Background: an optimization exercise with open tools, aiming at small area, a short achievable clock period and few clock cycles. Do not read the settings as production practice. At most, simulation tests tie the RTL to the original design; equivalence was not proved. Power and IR drop assume default switching activity.

## T
==> module pfs_merge, before the edit <==
module pfs_merge (
  input  logic [32:0]                        xl_i,
  input  logic                               sl_i,
  input  logic [32:0]                        xr_i,
  input  logic                               sr_i,
  input  logic                               st_i,     
  output logic signed [pfs_pkg::MONO_W-1:0]  mono_o
);
  logic [33:0] xl, xr, sv, cv;
  logic [32:0] q;
  logic        gtop, neg, cin, sat, sr;
  always_comb begin
    xl = {xl_i[32], xl_i};
    xr = st_i ? {xr_i[32], xr_i} : xl;
    sr = st_i ? sr_i : sl_i;
    sv = xl ^ xr ^ {33'b0, sl_i};
    cv = {(xl[32:0] & xr[32:0]) | {32'b0, (xl[0] ^ xr[0]) & sl_i}, sr};
  end
  pfs_add #(33) u_add (.a_i(sv[33:1]), .b_i(cv[33:1]), .cin_i(cin), .sum_o(q), .gtop_o(gtop));
  always_comb begin
    neg = sv[33] ^ cv[33] ^ gtop;
    cin = (sv[0] & cv[0]) | ((sv[0] ^ cv[0]) & neg);
    sat = !xl[32] && xl[31] && !sl_i && !xr[32] && xr[31] && !sr;
    mono_o = sat ? 32'h7FFF_FFFF : q[31:0];
  end
endmodule
==> module pcm_frame_to_s16_stereo_mono, before the edit <==
module pcm_frame_to_s16_stereo_mono (
  input  logic                              clk_i,
  input  logic                              rst_ni,
  input  logic                              in_valid,
  output logic                              in_ready,
  input  logic [pfs_pkg::SAMPLE_W-1:0]      in_left_sample,
  input  logic [pfs_pkg::SAMPLE_W-1:0]      in_right_sample,
  input  logic                              in_silent,
  input  logic                              in_end_of_packet,
  output logic                              out_valid,
  input  logic                              out_ready,
  output logic signed [pfs_pkg::PCM16_W-1:0] out_left_pcm16,
  output logic signed [pfs_pkg::PCM16_W-1:0] out_right_pcm16,
  output logic signed [pfs_pkg::MONO_W-1:0]  out_mono_level,
  output logic                              out_last_of_packet,
  input  logic                              psel,
  input  logic                              penable,
  input  logic                              pwrite,
  input  logic [pfs_pkg::APB_AW-1:0]        paddr,
  input  logic [pfs_pkg::APB_DW-1:0]        pwdata,
  output logic [pfs_pkg::APB_DW-1:0]        prdata,
  output logic                              pready
);
  logic [pfs_pkg::FMT_W-1:0] fmt_q;
  logic             stereo_q;
  logic             v1_q, v2_q, rdy1, rdy2;
  logic [32:0]      xl, xr, xl_q, xr_q;
  logic             sl, sr, sl_q, sr_q;
  logic [2:0]       kl, kr;
  logic             last1_q, last2_q;
  logic             st1_q, st2_q;
  logic signed [pfs_pkg::PCM16_W-1:0] l16_d, r16_d, l16_q, r16_q;
  logic signed [pfs_pkg::MONO_W-1:0]  mono_d, mono_q;
  assign pready = 1'b1;
  always_ff @(posedge clk_i or negedge rst_ni) begin
    if (!rst_ni) begin
      fmt_q    <= pfs_pkg::FMT_FLOAT32;
      stereo_q <= 1'b1;
    end else if (psel && penable && pwrite) begin
      if (paddr[2]) stereo_q <= pwdata[0];
      else          fmt_q    <= pwdata[pfs_pkg::FMT_W-1:0];
    end
  end
  assign prdata = paddr[2] ? {{(pfs_pkg::APB_DW-1){1'b0}}, stereo_q}
                           : {{(pfs_pkg::APB_DW-pfs_pkg::FMT_W){1'b0}}, fmt_q};
  pfs_lane u_lane_l (.word_i(in_left_sample),  .fmt_i(fmt_q), .zero_i(in_silent), .x_o(xl), .s_o(sl));
  pfs_lane u_lane_r (.word_i(in_right_sample), .fmt_i(fmt_q), .zero_i(in_silent), .x_o(xr), .s_o(sr));
  assign rdy2     = !v2_q || out_ready;
  assign rdy1     = !v1_q || rdy2;
  assign in_ready = rdy1;
  always_ff @(posedge clk_i or negedge rst_ni) begin
    if (!rst_ni) begin
      v1_q <= 1'b0;
      v2_q <= 1'b0;
    end else begin
      if (rdy1) v1_q <= in_valid;
      if (rdy2) v2_q <= v1_q;
    end
  end
  always_ff @(posedge clk_i) begin
    if (rdy1) begin
      xl_q    <= xl;
      sl_q    <= sl;
      xr_q    <= xr;
      sr_q    <= sr;
      last1_q <= in_end_of_packet;
      st1_q   <= stereo_q;
    end
  end
  pfs_s16_step u_step_l (.x_i(xl_q), .s_i(sl_q), .k_o(kl));
  pfs_s16_step u_step_r (.x_i(xr_q), .s_i(sr_q), .k_o(kr));
  pfs_s16 u_s16_l (.x_i(xl_q[31:16]), .k_i(kl), .pcm16_o(l16_d));
  pfs_s16 u_s16_r (.x_i(xr_q[31:16]), .k_i(kr), .pcm16_o(r16_d));
  pfs_merge u_merge (
    .xl_i  (xl_q),
    .sl_i  (sl_q),
    .xr_i  (xr_q),
    .sr_i  (sr_q),
    .st_i  (st1_q),
    .mono_o(mono_d)
  );
  always_ff @(posedge clk_i) begin
    if (rdy2) begin
      l16_q   <= l16_d;
      r16_q   <= r16_d;
      mono_q  <= mono_d;
      last2_q <= last1_q;
      st2_q   <= st1_q;
    end
  end
  assign out_valid          = v2_q;
  assign out_left_pcm16     = l16_q;
  assign out_right_pcm16    = st2_q ? r16_q : l16_q;
  assign out_mono_level     = mono_q;
  assign out_last_of_packet = last2_q;
endmodule
clock: 6.5 ns
lec_check: 0
cap_margin: 20
core_margin: 2
core_utilization: 40
cts_buf_list: sky130_fd_sc_hd__clkbuf_8
cts_cluster_size: 30
place_density: 0.6
setup_slack_margin: 2.5
slew_margin: 20
standard.sh (not shown) runs the stock make flow with config.mk's settings and CLKGATE_MAP_FILE= SYNTH_SCRIPT=/design/flow/synth_recipe.tcl, a recipe that flattens the netlist after the stock synthesis.
==> flow/flow/run.sh <==
#!/bin/bash
set -euo pipefail
export BUFFER_PORTS_ARGS="-buffer_cell sky130_fd_sc_hd__buf_2"
bash standard.sh > standard.log 2>&1
Changes in S relative to T:
diff --git a/flow/design.v b/flow/design.v
--- a/flow/design.v
+++ b/flow/design.v
@@ -122,28 +122,26 @@
 module pfs_merge (
   input  logic [32:0]                        xl_i,
   input  logic                               sl_i,
   input  logic [32:0]                        xr_i,
   input  logic                               sr_i,
-  input  logic                               st_i,     
   output logic signed [pfs_pkg::MONO_W-1:0]  mono_o
 );
   logic [33:0] xl, xr, sv, cv;
   logic [32:0] q;
-  logic        gtop, neg, cin, sat, sr;
+  logic        gtop, neg, cin, sat;
   always_comb begin
     xl = {xl_i[32], xl_i};
-    xr = st_i ? {xr_i[32], xr_i} : xl;
-    sr = st_i ? sr_i : sl_i;
+    xr = {xr_i[32], xr_i};
     sv = xl ^ xr ^ {33'b0, sl_i};
-    cv = {(xl[32:0] & xr[32:0]) | {32'b0, (xl[0] ^ xr[0]) & sl_i}, sr};
+    cv = {(xl[32:0] & xr[32:0]) | {32'b0, (xl[0] ^ xr[0]) & sl_i}, sr_i};
   end
   pfs_add #(33) u_add (.a_i(sv[33:1]), .b_i(cv[33:1]), .cin_i(cin), .sum_o(q), .gtop_o(gtop));
   always_comb begin
     neg = sv[33] ^ cv[33] ^ gtop;
     cin = (sv[0] & cv[0]) | ((sv[0] ^ cv[0]) & neg);
-    sat = !xl[32] && xl[31] && !sl_i && !xr[32] && xr[31] && !sr;
+    sat = !xl_i[32] && xl_i[31] && !sl_i && !xr_i[32] && xr_i[31] && !sr_i;
     mono_o = sat ? 32'h7FFF_FFFF : q[31:0];
   end
 endmodule
 module pcm_frame_to_s16_stereo_mono (
   input  logic                              clk_i,
@@ -169,15 +167,15 @@
   output logic                              pready
 );
   logic [pfs_pkg::FMT_W-1:0] fmt_q;
   logic             stereo_q;
   logic             v1_q, v2_q, rdy1, rdy2;
+  logic [pfs_pkg::SAMPLE_W-1:0] right_word;
   logic [32:0]      xl, xr, xl_q, xr_q;
   logic             sl, sr, sl_q, sr_q;
   logic [2:0]       kl, kr;
   logic             last1_q, last2_q;
-  logic             st1_q, st2_q;
   logic signed [pfs_pkg::PCM16_W-1:0] l16_d, r16_d, l16_q, r16_q;
   logic signed [pfs_pkg::MONO_W-1:0]  mono_d, mono_q;
   assign pready = 1'b1;
   always_ff @(posedge clk_i or negedge rst_ni) begin
     if (!rst_ni) begin
@@ -188,12 +186,13 @@
       else          fmt_q    <= pwdata[pfs_pkg::FMT_W-1:0];
     end
   end
   assign prdata = paddr[2] ? {{(pfs_pkg::APB_DW-1){1'b0}}, stereo_q}
                            : {{(pfs_pkg::APB_DW-pfs_pkg::FMT_W){1'b0}}, fmt_q};
-  pfs_lane u_lane_l (.word_i(in_left_sample),  .fmt_i(fmt_q), .zero_i(in_silent), .x_o(xl), .s_o(sl));
-  pfs_lane u_lane_r (.word_i(in_right_sample), .fmt_i(fmt_q), .zero_i(in_silent), .x_o(xr), .s_o(sr));
+  assign right_word = stereo_q ? in_right_sample : in_left_sample;
+  pfs_lane u_lane_l (.word_i(in_left_sample), .fmt_i(fmt_q), .zero_i(in_silent), .x_o(xl), .s_o(sl));
+  pfs_lane u_lane_r (.word_i(right_word),     .fmt_i(fmt_q), .zero_i(in_silent), .x_o(xr), .s_o(sr));
   assign rdy2     = !v2_q || out_ready;
   assign rdy1     = !v1_q || rdy2;
   assign in_ready = rdy1;
   always_ff @(posedge clk_i or negedge rst_ni) begin
     if (!rst_ni) begin
@@ -209,11 +208,10 @@
       xl_q    <= xl;
       sl_q    <= sl;
       xr_q    <= xr;
       sr_q    <= sr;
       last1_q <= in_end_of_packet;
-      st1_q   <= stereo_q;
     end
   end
   pfs_s16_step u_step_l (.x_i(xl_q), .s_i(sl_q), .k_o(kl));
   pfs_s16_step u_step_r (.x_i(xr_q), .s_i(sr_q), .k_o(kr));
   pfs_s16 u_s16_l (.x_i(xl_q[31:16]), .k_i(kl), .pcm16_o(l16_d));
@@ -221,23 +219,21 @@
   pfs_merge u_merge (
     .xl_i  (xl_q),
     .sl_i  (sl_q),
     .xr_i  (xr_q),
     .sr_i  (sr_q),
-    .st_i  (st1_q),
     .mono_o(mono_d)
   );
   always_ff @(posedge clk_i) begin
     if (rdy2) begin
       l16_q   <= l16_d;
       r16_q   <= r16_d;
       mono_q  <= mono_d;
       last2_q <= last1_q;
-      st2_q   <= st1_q;
     end
   end
   assign out_valid          = v2_q;
   assign out_left_pcm16     = l16_q;
-  assign out_right_pcm16    = st2_q ? r16_q : l16_q;
+  assign out_right_pcm16    = r16_q;
   assign out_mono_level     = mono_q;
   assign out_last_of_packet = last2_q;
 endmodule
Diff T -> S: number of nets in the final layout decreased 40, count of inverters not on the clock network in the layout -3.4%, setup slack now sits higher.
Switching share of power in S is 1.7 points above T.
From T to S the numbers moved as follows: post-synthesis register bit count now smaller; first-pass GRT wire length comparable; die area now smaller.
Of the two values seen for slowest library cell on the worst path, sky130_fd_sc_hd__edfxtp_1 was produced by T and sky130_fd_sc_hd__mux2_4 by S.
Measured against each other, S and T differ in layout cell share with drive strength beyond 1, the lower figure coming from S.
Relative to T, worst vdd rail ir drop has decreased by about 7.5% in S.
Lower cell count after placement was reported by S, not T.
Testbench counts of S, summed over its fixed seeds: cycles 18,402.
The RTL of T was laid out without a check of its function.

## port drivers added, routing unchanged
The flow's constraints put no driver on any port. The routed layouts listed below were extracted and timed again, unchanged, in two steps.
Step 1 assumes that a clkbuf_16 drives the clock port and a buf_2 every other input.
Step 2 moves the port delays by t, midway between the first and last clock arrival at a register: inputs arrive t later, outputs are due t later. That takes back most of the time a late clock gives input paths.
a / b / c = ideal ports / drivers / drivers and shift; a / b = the first two.
run | t (ns) | setup WS [ns] | clock arrival spread, ns | slew at the worst register clock pin (ns) | worst slew at a driven data input, ns
T | 0.506 | 2.484 / 2.484 / 2.211 | 0.012 / 0.013 | 0.08 / 0.08 | 0.04
S | 0.508 | 2.702 / 2.708 / 2.208 | 0.017 / 0.017 | 0.09 / 0.09 | 0.04
After both steps every run listed still meets setup and hold. For S, which loses most, drivers alone change the setup slack by +0.006 ns; drivers and shift together by -0.494 ns.
